What follows belongs to an exercise in optimizing a design on an open flow for small area; a production flow would make more cautious choices.
Only simulation tests tie the RTL to the original design; equivalence was not proved.

==> run a: inputs <==
==> flow/design.v <==
`timescale 1ns/1ps
package kavach_pkg;
    localparam int TIMESTAMP_WIDTH = 16;
    typedef logic [11:0] adc_sample_t;
    typedef enum logic [1:0] {
        SEV_NONE   = 2'd0,
        SEV_MINOR  = 2'd1,
        SEV_MAJOR  = 2'd2,
        SEV_SEVERE = 2'd3
    } severity_e;
    typedef enum logic [2:0] {
        LVL_NONE     = 3'd0,
        LVL_LOW      = 3'd1,
        LVL_MEDIUM   = 3'd2,
        LVL_HIGH     = 3'd3,
        LVL_CRITICAL = 3'd4
    } threat_level_e;
    typedef enum logic [3:0] {
        ATK_NONE         = 4'd0,
        ATK_POWER_GLITCH = 4'd1,
        ATK_THERMAL      = 4'd2,
        ATK_COMBINED     = 4'd3
    } attack_type_e;
    typedef struct packed {
        logic      volt_anomaly;
        logic      curr_anomaly;
        severity_e severity;
    } power_flags_t;
    typedef struct packed {
        logic      temp_hi;
        logic      temp_lo;
        logic      sustained;
        severity_e severity;
    } temp_flags_t;
    typedef struct packed {
        threat_level_e level;
        attack_type_e  attack_type;
        logic [7:0]    score;
    } threat_t;
    typedef struct packed {
        logic alert_irq;
        logic clk_throttle_en;
        logic bus_isolate;
        logic sys_lockdown;
        logic crypto_zeroize;
    } response_t;
    typedef struct packed {
        logic [TIMESTAMP_WIDTH-1:0] timestamp;
        threat_t                    threat;
        adc_sample_t                snap_vdd;
        adc_sample_t                snap_temp;
    } forensic_entry_t;
endpackage
`timescale 1ns/1ps
module kavach_top (
    input  logic        clk,
    input  logic        reset,
    input  logic [11:0] vdd_sample,
    input  logic [11:0] idd_sample,
    input  logic [11:0] temp_sample,
    input  logic        sample_valid,
    input  logic [2:0]  forensic_read_slot,
    input  logic        forensic_read_req,
    input  logic        forensic_read_ack,
    output logic [14:0] threat,
    output logic [4:0]  response,
    output logic [54:0] forensic_entry,
    output logic        forensic_read_valid,
    output logic [3:0]  forensic_count
);
    function automatic logic gt_c(input logic [11:0] x, input logic [11:0] c);
        logic gt, eq;
        gt = 1'b0;
        eq = 1'b1;
        for (int i = 11; i >= 0; i--) begin
            gt = gt | (eq & x[i] & !c[i]);
            eq = eq & (x[i] == c[i]);
        end
        gt_c = gt;
    endfunction
    function automatic logic lt_c(input logic [11:0] x, input logic [11:0] c);
        logic lt, eq;
        lt = 1'b0;
        eq = 1'b1;
        for (int i = 11; i >= 0; i--) begin
            lt = lt | (eq & !x[i] & c[i]);
            eq = eq & (x[i] == c[i]);
        end
        lt_c = lt;
    endfunction
    function automatic logic [12:0] sub12(input logic [11:0] a, input logic [11:0] b);
        logic [12:0] r;
        logic c;
        c = 1'b1;
        for (int i = 0; i < 12; i++) begin
            r[i] = a[i] ^ !b[i] ^ c;
            c    = (a[i] & !b[i]) | (a[i] & c) | (!b[i] & c);
        end
        r[12] = !c;
        sub12 = r;
    endfunction
    function automatic logic [11:0] add12_s5(input logic [11:0] a, input logic [4:0] b);
        logic [4:0] lo;
        logic [6:0] inc, dec;
        logic c, ci, bi;
        c = 1'b0;
        for (int i = 0; i < 5; i++) begin
            lo[i] = a[i] ^ b[i] ^ c;
            c     = (a[i] & b[i]) | (a[i] & c) | (b[i] & c);
        end
        ci = 1'b1;
        bi = 1'b1;
        for (int i = 0; i < 7; i++) begin
            inc[i] = a[i+5] ^ ci;
            ci     = ci & a[i+5];
            dec[i] = a[i+5] ^ bi;
            bi     = bi & !a[i+5];
        end
        if (b[4] == c)
            add12_s5 = {a[11:5], lo};
        else if (c)
            add12_s5 = {inc, lo};
        else
            add12_s5 = {dec, lo};
    endfunction
    function automatic logic [1:0] grade(input logic [12:0] d, input logic [11:0] t);
        logic o1, o2, o4;
        if (!d[12]) begin
            o1 = gt_c(d[11:0], t);
            o2 = gt_c(d[11:0], t << 1);
            o4 = gt_c(d[11:0], t << 2);
        end else begin
            o1 = lt_c(d[11:0], 12'(4096 - 32'(t)));
            o2 = lt_c(d[11:0], 12'(4096 - 2 * 32'(t)));
            o4 = lt_c(d[11:0], 12'(4096 - 4 * 32'(t)));
        end
        grade = o4 ? 2'd3 : o2 ? 2'd2 : o1 ? 2'd1 : 2'd0;
    endfunction
    function automatic logic [2:0] level_of(input logic [1:0] p, input logic [1:0] t);
        level_of = ((p > t) ? {1'b0, p} : {1'b0, t}) + {2'b00, (p != 2'd0) && (t != 2'd0)};
    endfunction
    function automatic logic [14:0] threat_of(input logic [1:0] p, input logic [1:0] t);
        logic [1:0] atk;
        logic [2:0] sum;
        atk = {t != 2'd0, p != 2'd0};
        sum = {1'b0, p} + {1'b0, t};
        threat_of = {level_of(p, t), 2'b00, atk, sum, 5'b00000};
    endfunction
    logic        primed;
    logic [11:0] volt_base, curr_base;
    logic [12:0] volt_diff, curr_diff;
    logic [1:0]  volt_sev, curr_sev, psev_next;
    logic [1:0]  psev;               
    assign volt_diff  = sub12(vdd_sample, volt_base);
    assign curr_diff  = sub12(idd_sample, curr_base);
    assign volt_sev   = grade(volt_diff, 12'd200);
    assign curr_sev   = grade(curr_diff, 12'd150);
    assign psev_next  = (volt_sev > curr_sev) ? volt_sev : curr_sev;
    always_ff @(posedge clk) begin
        if (reset) begin
            primed    <= 1'b0;
            volt_base <= '0;
            curr_base <= '0;
        end else if (sample_valid) begin
            primed <= 1'b1;
            if (!primed) begin
                volt_base <= vdd_sample;
                curr_base <= idd_sample;
            end else begin
                if (volt_sev == 2'd0)
                    volt_base <= add12_s5(volt_base, volt_diff[8:4]);
                if (curr_sev == 2'd0)
                    curr_base <= add12_s5(curr_base, curr_diff[8:4]);
            end
        end
    end
    always_ff @(posedge clk) begin
        if (reset || !primed)
            psev <= 2'd0;
        else
            psev <= psev_next;
    end
    logic [1:0] hi_count;
    logic       cold;
    logic       hot_now;
    logic [1:0] tsev;
    assign hot_now = gt_c(temp_sample, 12'd150);
    always_ff @(posedge clk) begin
        if (reset)
            hi_count <= '0;
        else if (sample_valid)
            hi_count <= !hot_now ? 2'd0 : (hi_count == 2'd3) ? 2'd3 : hi_count + 2'd1;
    end
    always_ff @(posedge clk)
        cold <= lt_c(temp_sample, 12'd100);
    assign tsev = (hi_count == 2'd3) ? 2'd3 : (hi_count != 2'd0) ? 2'd2 : {1'b0, cold};
    logic       flags_valid, threat_valid;
    logic       quiet;                   
    logic [1:0] thr_p, thr_t;            
    logic [2:0] cand_level, thr_level;
    assign cand_level = level_of(psev, tsev);
    assign thr_level  = level_of(thr_p, thr_t);
    always_ff @(posedge clk) begin
        if (reset) begin
            flags_valid  <= 1'b0;
            threat_valid <= 1'b0;
            quiet        <= 1'b0;
            thr_p        <= '0;
            thr_t        <= '0;
        end else begin
            flags_valid  <= sample_valid;
            threat_valid <= flags_valid;
            if (flags_valid) begin
                quiet <= (cand_level == 3'd0);
                if (cand_level >= thr_level) begin
                    thr_p <= psev;
                    thr_t <= tsev;
                end else if (cand_level == 3'd0 && quiet) begin
                    thr_p <= '0;
                    thr_t <= '0;
                end
            end
        end
    end
    assign threat = threat_of(thr_p, thr_t);
    logic [2:0] prev_level;
    logic       lockdown;
    logic       capture;
    always_ff @(posedge clk) begin
        if (reset) begin
            prev_level <= '0;
            lockdown   <= 1'b0;
            capture    <= 1'b0;
        end else begin
            capture <= threat_valid && (thr_level > prev_level) && (thr_level >= 3'd2);
            if (threat_valid) begin
                prev_level <= thr_level;
                if (thr_level == 3'd4)
                    lockdown <= 1'b1;
            end
        end
    end
    assign response = {prev_level != 3'd0, prev_level >= 3'd2, prev_level >= 3'd3,
                       lockdown, lockdown};
    localparam int EW = 44;
    logic [15:0]   cycle_count;
    logic [11:0]   snap_vdd, snap_temp;
    logic [2:0]    wr_ptr;
    logic          full;
    logic          read_valid;
    logic [EW-1:0] log_mem [0:7];
    logic [EW-1:0] entry;
    logic [EW-1:0] new_entry;
    logic [15:0] cycle_next;
    always_comb begin
        logic c;
        c = 1'b1;
        for (int i = 0; i < 16; i++) begin
            cycle_next[i] = cycle_count[i] ^ c;
            c             = c & cycle_count[i];
        end
    end
    assign new_entry = {cycle_count, thr_p, thr_t, snap_vdd, snap_temp};
    always_ff @(posedge clk) begin
        if (sample_valid) begin
            snap_vdd  <= vdd_sample;
            snap_temp <= temp_sample;
        end
    end
    logic [7:0] row_we;
    logic       rd_take;
    logic [7:0] rd_sel;
    assign rd_take = forensic_read_req && !read_valid;
    always_comb begin
        for (int k = 0; k < 8; k++) begin
            row_we[k] = capture && (wr_ptr == 3'(k));
            rd_sel[k] = rd_take && (forensic_read_slot == 3'(k));
        end
    end
    always_ff @(posedge clk) begin
        for (int k = 0; k < 8; k++)
            log_mem[k] <= (new_entry & {EW{row_we[k]}}) | (log_mem[k] & {EW{!row_we[k]}});
    end
    logic [EW-1:0] entry_next;
    always_comb begin
        entry_next = entry & {EW{!rd_take}};
        for (int k = 0; k < 8; k++)
            entry_next = entry_next | (log_mem[k] & {EW{rd_sel[k]}});
    end
    always_ff @(posedge clk)
        entry <= entry_next;
    always_ff @(posedge clk) begin
        if (reset) begin
            cycle_count <= '0;
            wr_ptr      <= '0;
            full        <= 1'b0;
            read_valid  <= 1'b0;
        end else begin
            cycle_count <= cycle_next;
            if (capture) begin
                wr_ptr <= wr_ptr + 3'd1;
                if (wr_ptr == 3'd7)
                    full <= 1'b1;
            end
            if (read_valid) begin
                if (forensic_read_ack)
                    read_valid <= 1'b0;
            end else if (forensic_read_req) begin
                read_valid <= 1'b1;
            end
        end
    end
    assign forensic_entry      = {entry[43:28], threat_of(entry[27:26], entry[25:24]), entry[23:0]};
    assign forensic_read_valid = read_valid;
    assign forensic_count      = full ? 4'd8 : {1'b0, wr_ptr};
endmodule
==> flow/flow/run.sh <==
#!/bin/bash
# Standard ORFS layout with two changes: ports are buffered with the
# smallest buffer, and clock tree synthesis adds no dummy loads.
set -euo pipefail
export BUFFER_PORTS_ARGS="-buffer_cell sky130_fd_sc_hd__buf_1"
export CTS_ARGS="-sink_clustering_enable -repair_clock_nets -sink_clustering_size 20 -sink_clustering_max_diameter 100 -dont_use_dummy_load -buf_list sky130_fd_sc_hd__clkbuf_8"
bash standard.sh > standard.log 2>&1
==> flow/standard.sh <==
#!/bin/bash
# synth_recipe.tcl (not shown) runs the flow's synth.tcl, then flattens the netlist and writes it again
# the make line also repeats each setting of config.mk as NAME=value (left out here)
make -C /OpenROAD-flow-scripts/flow DESIGN_CONFIG=/design/flow/config.mk WORK_HOME=/design/flow/orfs CLKGATE_MAP_FILE= SYNTH_SCRIPT=/design/flow/synth_recipe.tcl "${@:-finish}"
==> flow/config.mk <==
export PLATFORM = sky130hd
export DESIGN_NAME = kavach_top
export DESIGN_NICKNAME = kavach_top
export VERILOG_FILES = /design/flow/design.v
export SDC_FILE = /design/flow/constraint.sdc
export NUM_CORES = 4
export LEC_CHECK = 0
export CAP_MARGIN = 20
export CORE_MARGIN = 2
export CORE_UTILIZATION = 40
export CTS_CLUSTER_DIAMETER = 100
export CTS_CLUSTER_SIZE = 30
export SLEW_MARGIN = 20
==> flow/constraint.sdc <==
create_clock -name core_clock -period 8.0 [get_ports {clk}]
set_input_delay 1.6000 -clock core_clock [delete_from_list [all_inputs] [get_ports {clk}]]
set_output_delay 1.6000 -clock core_clock [all_outputs]
set_load 0.01 [all_outputs]
==> run b: changes against run a <==
--- a/flow/design.v
+++ b/flow/design.v
@@ -276,3 +276,3 @@
             row_we[k] = capture && (wr_ptr == 3'(k));
-            rd_sel[k] = rd_take && (forensic_read_slot == 3'(k));
+            rd_sel[k] = !read_valid && (forensic_read_slot == 3'(k));
         end
@@ -285,3 +285,3 @@
     always_comb begin
-        entry_next = entry & {EW{!rd_take}};
+        entry_next = entry & {EW{read_valid}};
         for (int k = 0; k < 8; k++)
==> flow/flow/run.sh (replaced) <==
#!/bin/bash
# Layout flow: the standard synthesis, then the combinational logic is
# mapped again by ABC for area (every flip-flop, its name, its cell and the
# nets around it are kept), then the standard ORFS layout from floorplan on.
# Ports are buffered with the smallest buffer, and clock tree synthesis

set -euo pipefail
HERE=$(pwd)
R=$HERE/orfs/results/$FLOW_PLATFORM/kavach_top/base
LIB=$FLOW_HOME/platforms/sky130hd/lib/sky130_fd_sc_hd__tt_025C_1v80.lib

export SKIP_REPAIR_TIE_FANOUT=1
export BUFFER_PORTS_ARGS="-buffer_cell sky130_fd_sc_hd__buf_1"
export CTS_ARGS="-sink_clustering_enable -repair_clock_nets -sink_clustering_size 16 -sink_clustering_max_diameter 80 -dont_use_dummy_load -buf_list sky130_fd_sc_hd__clkbuf_8"

# 1. standard synthesis
bash standard.sh synth > synth.log 2>&1

# 2. area re-mapping of the combinational logic
cp "$R/1_2_yosys.v" "$HERE/standard_synth.v"
printf 'set_driving_cell sky130_fd_sc_hd__buf_1\nset_load 5\n' > "$HERE/abc.constr"
cat > "$HERE/remap.ys" <<EOY
read_liberty -ignore_miss_func $LIB
blackbox sky130_fd_sc_hd__dfxtp_1 sky130_fd_sc_hd__edfxtp_1 sky130_fd_sc_hd__conb_1
read_verilog $HERE/standard_synth.v
hierarchy -top $FLOW_TOP
flatten
rename -hide w:*.*
opt_clean -purge
abc -liberty $LIB -dont_use *probe* -dont_use *lpflow* -dont_use *clkdly* -script $HERE/flow/remap.abc -constr $HERE/abc.constr -D 8000
opt_clean -purge
stat -liberty $LIB
write_verilog -noattr -nohex -nodec $HERE/remapped.v
EOY
yosys -l "$HERE/remap.log" "$HERE/remap.ys" > /dev/null 2>&1
cp "$HERE/remapped.v" "$R/1_2_yosys.v"
rm -f "$R/1_synth.odb" "$R/1_synth.sdc"

# 3. standard layout from the re-mapped netlist
bash standard.sh > layout.log 2>&1
==> flow/flow/remap.abc (new file) <==
strash
&get -n
&deepsyn -T 60
&put
dch -f
amap
topo
--- a/flow/config.mk
+++ b/flow/config.mk
@@ -10,4 +10,2 @@
 export CORE_UTILIZATION = 40
-export CTS_CLUSTER_DIAMETER = 100
-export CTS_CLUSTER_SIZE = 30
 export SLEW_MARGIN = 20
==> run c: changes against run a <==
--- a/flow/design.v
+++ b/flow/design.v
@@ -276,3 +276,3 @@
             row_we[k] = capture && (wr_ptr == 3'(k));
-            rd_sel[k] = rd_take && (forensic_read_slot == 3'(k));
+            rd_sel[k] = !read_valid && (forensic_read_slot == 3'(k));
         end
@@ -285,3 +285,3 @@
     always_comb begin
-        entry_next = entry & {EW{!rd_take}};
+        entry_next = entry & {EW{read_valid}};
         for (int k = 0; k < 8; k++)
==> flow/flow/run.sh (replaced) <==
#!/bin/bash
# Layout flow: the standard synthesis, then the combinational logic is
# mapped again by ABC for area (every flip-flop, its name, its cell and the
# nets around it are kept), then the standard ORFS layout from floorplan on.
# Ports are buffered with the smallest buffer, and clock tree synthesis
# adds no dummy loads. Each tool writes its full output to a log here.
set -euo pipefail
HERE=$(pwd)
R=$HERE/orfs/results/$FLOW_PLATFORM/kavach_top/base
LIB=$FLOW_HOME/platforms/sky130hd/lib/sky130_fd_sc_hd__tt_025C_1v80.lib

export BUFFER_PORTS_ARGS="-buffer_cell sky130_fd_sc_hd__buf_1"
export CTS_ARGS="-sink_clustering_enable -repair_clock_nets -sink_clustering_size 16 -sink_clustering_max_diameter 80 -dont_use_dummy_load -buf_list sky130_fd_sc_hd__clkbuf_8"

# 1. standard synthesis
bash standard.sh synth > synth.log 2>&1

# 2. area re-mapping of the combinational logic
cp "$R/1_2_yosys.v" "$HERE/standard_synth.v"
printf 'set_driving_cell sky130_fd_sc_hd__buf_1\nset_load 5\n' > "$HERE/abc.constr"
cat > "$HERE/remap.ys" <<EOY
read_liberty -ignore_miss_func $LIB
blackbox sky130_fd_sc_hd__dfxtp_1 sky130_fd_sc_hd__edfxtp_1 sky130_fd_sc_hd__conb_1
read_verilog $HERE/standard_synth.v
hierarchy -top $FLOW_TOP
flatten
rename -hide w:*.*
opt_clean -purge
abc -liberty $LIB -dont_use *probe* -dont_use *lpflow* -dont_use *clkdly* -script $HERE/flow/remap.abc -constr $HERE/abc.constr -D 8000
opt_clean -purge
stat -liberty $LIB
write_verilog -noattr -nohex -nodec $HERE/remapped.v
EOY
yosys -l "$HERE/remap.log" "$HERE/remap.ys" > /dev/null 2>&1
cp "$HERE/remapped.v" "$R/1_2_yosys.v"
rm -f "$R/1_synth.odb" "$R/1_synth.sdc"

# 3. standard layout from the re-mapped netlist
bash standard.sh > layout.log 2>&1
==> flow/flow/remap.abc (new file) <==
strash
&get -n
&deepsyn -T 60
&put
dch -f
amap
topo
--- a/flow/config.mk
+++ b/flow/config.mk
@@ -9,5 +9,4 @@
 export CORE_MARGIN = 2
-export CORE_UTILIZATION = 40
-export CTS_CLUSTER_DIAMETER = 100
-export CTS_CLUSTER_SIZE = 30
+export CORE_UTILIZATION = 60
+export PLACE_DENSITY = 0.75
 export SLEW_MARGIN = 20
==> run d: changes against run a <==
--- a/flow/design.v
+++ b/flow/design.v
@@ -102,24 +102,12 @@
     function automatic logic [11:0] add12_s5(input logic [11:0] a, input logic [4:0] b);
-        logic [4:0] lo;
-        logic [6:0] inc, dec;
-        logic c, ci, bi;
-        c = 1'b0;
-        for (int i = 0; i < 5; i++) begin
-            lo[i] = a[i] ^ b[i] ^ c;
-            c     = (a[i] & b[i]) | (a[i] & c) | (b[i] & c);
+        logic [11:0] r;
+        logic [11:0] bx;
+        logic c;
+        bx = {{7{b[4]}}, b};
+        c  = 1'b0;
+        for (int i = 0; i < 12; i++) begin
+            r[i] = a[i] ^ bx[i] ^ c;
+            c    = (a[i] & bx[i]) | (a[i] & c) | (bx[i] & c);
         end
-        ci = 1'b1;
-        bi = 1'b1;
-        for (int i = 0; i < 7; i++) begin
-            inc[i] = a[i+5] ^ ci;
-            ci     = ci & a[i+5];
-            dec[i] = a[i+5] ^ bi;
-            bi     = bi & !a[i+5];
-        end
-        if (b[4] == c)
-            add12_s5 = {a[11:5], lo};
-        else if (c)
-            add12_s5 = {inc, lo};
-        else
-            add12_s5 = {dec, lo};
+        add12_s5 = r;
     endfunction
@@ -193,4 +181,8 @@
     end
-    always_ff @(posedge clk)
-        cold <= lt_c(temp_sample, 12'd100);
+    always_ff @(posedge clk) begin
+        if (reset)
+            cold <= 1'b0;
+        else
+            cold <= lt_c(temp_sample, 12'd100);
+    end
     assign tsev = (hi_count == 2'd3) ? 2'd3 : (hi_count != 2'd0) ? 2'd2 : {1'b0, cold};
==> flow/run.sh (new file) <==
#!/bin/bash
# synth_recipe.tcl (not shown) runs the flow's synth.tcl, then flattens the netlist and writes it again
# the make line also repeats each setting of config.mk as NAME=value (left out here)
make -C /OpenROAD-flow-scripts/flow DESIGN_CONFIG=/design/flow/config.mk WORK_HOME=/design/flow/orfs CLKGATE_MAP_FILE= SYNTH_SCRIPT=/design/flow/synth_recipe.tcl finish
--- a/flow/config.mk
+++ b/flow/config.mk
@@ -10,4 +10,3 @@
 export CORE_UTILIZATION = 40
-export CTS_CLUSTER_DIAMETER = 100
-export CTS_CLUSTER_SIZE = 30
+export CTS_BUF_LIST = sky130_fd_sc_hd__clkbuf_4
 export SLEW_MARGIN = 20
removed: flow/flow/run.sh
removed: flow/standard.sh
==> impl_metrics.env <==
export IMPL_fin_skew_ns=0.0584
export IMPL_status="no timing/DRC/antenna violations"
export IMPL_crit_family="adder cells"
export IMPL_leakagePower_nw=8.12
export IMPL_worst_path_largest_cell_delay_ns=0.61
export IMPL_swShare_pct=25.2
export IMPL_power_density_nw_per_um2=247
export IMPL_n_all_inverters=78
The numbers above come from run d.

==> impl_metrics.env <==
export IMPL_num_nets_final=1390
export IMPL_layout_common_cells="376 x edfxtp_1, 133 x a222oi_1, 108 x buf_1, 106 x dfxtp_1, 102 x nor2_1"
export IMPL_power_density_nw_per_um2=223
export IMPL_root_buffer="clkbuf_8"
export IMPL_worst_path_largest_cell_delay_ns=0.50
export IMPL_design_die_area_um2=45500
export IMPL_holdWs_ns=0.416
export IMPL_status="no timing/DRC/antenna violations"
export IMPL_n_all_inverters=96
export IMPL_crit_slowest_cell="o21ai_0"
export IMPL_syn_cell_area_um2=17500
export IMPL_crit_family="compound AO/OA/AOI/OAI gates"
export IMPL_dr_pass1_iters=6
export IMPL_swShare_pct=23.9
export IMPL_fin_skew_ns=0.0761
export IMPL_leakagePower_nw=6.03
The numbers above come from run b.

==> impl_metrics.env <==
export IMPL_power_density_nw_per_um2=224
export IMPL_tightest_slew_ns=0.950
export IMPL_swShare_pct=23.4
export IMPL_worst_path_largest_cell_delay_ns=0.56
export IMPL_status="no timing/DRC/antenna violations"
export IMPL_grt_busiest_layer="met2"
export IMPL_fin_skew_ns=0.0646
export IMPL_crit_family="compound AO/OA/AOI/OAI gates"
export IMPL_met1Wirelength_mm=15.8
export IMPL_n_all_inverters=96
export IMPL_pg_clk_mw=1.10
export IMPL_fin_area_um2=19200
export IMPL_worstSetupEndpointType="flip-flop"
export IMPL_finalCritPeriodShare_pct=75.9
export IMPL_cts_tree="yes"
export IMPL_path_common_cell="o21ai_0"
export IMPL_leakagePower_nw=6.09
The numbers above come from run c.

==> impl_metrics.env <==
export IMPL_place_ws_ns=-0.107
export IMPL_swShare_pct=25.5
export IMPL_crit_family="adder cells"
export IMPL_finalSetupViolations=0
export IMPL_die_y_um=226
export IMPL_nNonClkBuffers=131
export IMPL_slew_violations=0
export IMPL_pg_clk_mw=1.02
export IMPL_worst_path_largest_cell_delay_ns=0.44
export IMPL_grt_busiest_layer="met2"
export IMPL_clock_area_share_pct=1.85
export IMPL_route_detailed_drc=0
export IMPL_n_all_inverters=78
export IMPL_max_slew_margin_rel_pct=41.3
export IMPL_status="no timing/DRC/antenna violations"
export IMPL_p_comb_share_pct=13.4
The numbers above come from run a.

separate check: timing with driven ports:
How much do the figures lean on ideal ports? The routed layouts below were timed once more, with nothing changed but the port constraints. Step 1 (the two cells are an assumption about what drives the block):
set clk [get_ports {clk}]
set_driving_cell -lib_cell sky130_fd_sc_hd__clkbuf_16 $clk
set_driving_cell -lib_cell sky130_fd_sc_hd__buf_2 [delete_from_list [all_inputs] $clk]
Step 2 moves the port delays by t, midway between the first and last clock arrival at a register: inputs arrive t later, outputs are due t later. That takes back most of the time a late clock gives input paths. Slacks: ideal ports / drivers / drivers and shift; pairs: ideal ports / drivers.
| run | t (ns) | setup WS [ns] | worst hold slack (ns) |
|---|---|---|---|
| run a | 0.663 | 0.490 / 0.502 / -0.161 | 0.416 / 0.416 / 0.416 |
| run b | 0.586 | 1.965 / 1.993 / 1.407 | 0.416 / 0.416 / 0.416 |
| run c | 0.580 | 1.928 / 1.934 / 1.354 | 0.438 / 0.438 / 0.438 |
| run d | 0.862 | 0.175 / 0.195 / -0.667 | 0.428 / 0.428 / 0.428 |
With both steps, setup timing fails in run a and run d, where it was met with ideal ports. For run d, which loses most, drivers alone change the setup slack by +0.020 ns; drivers and shift together by -0.842 ns.
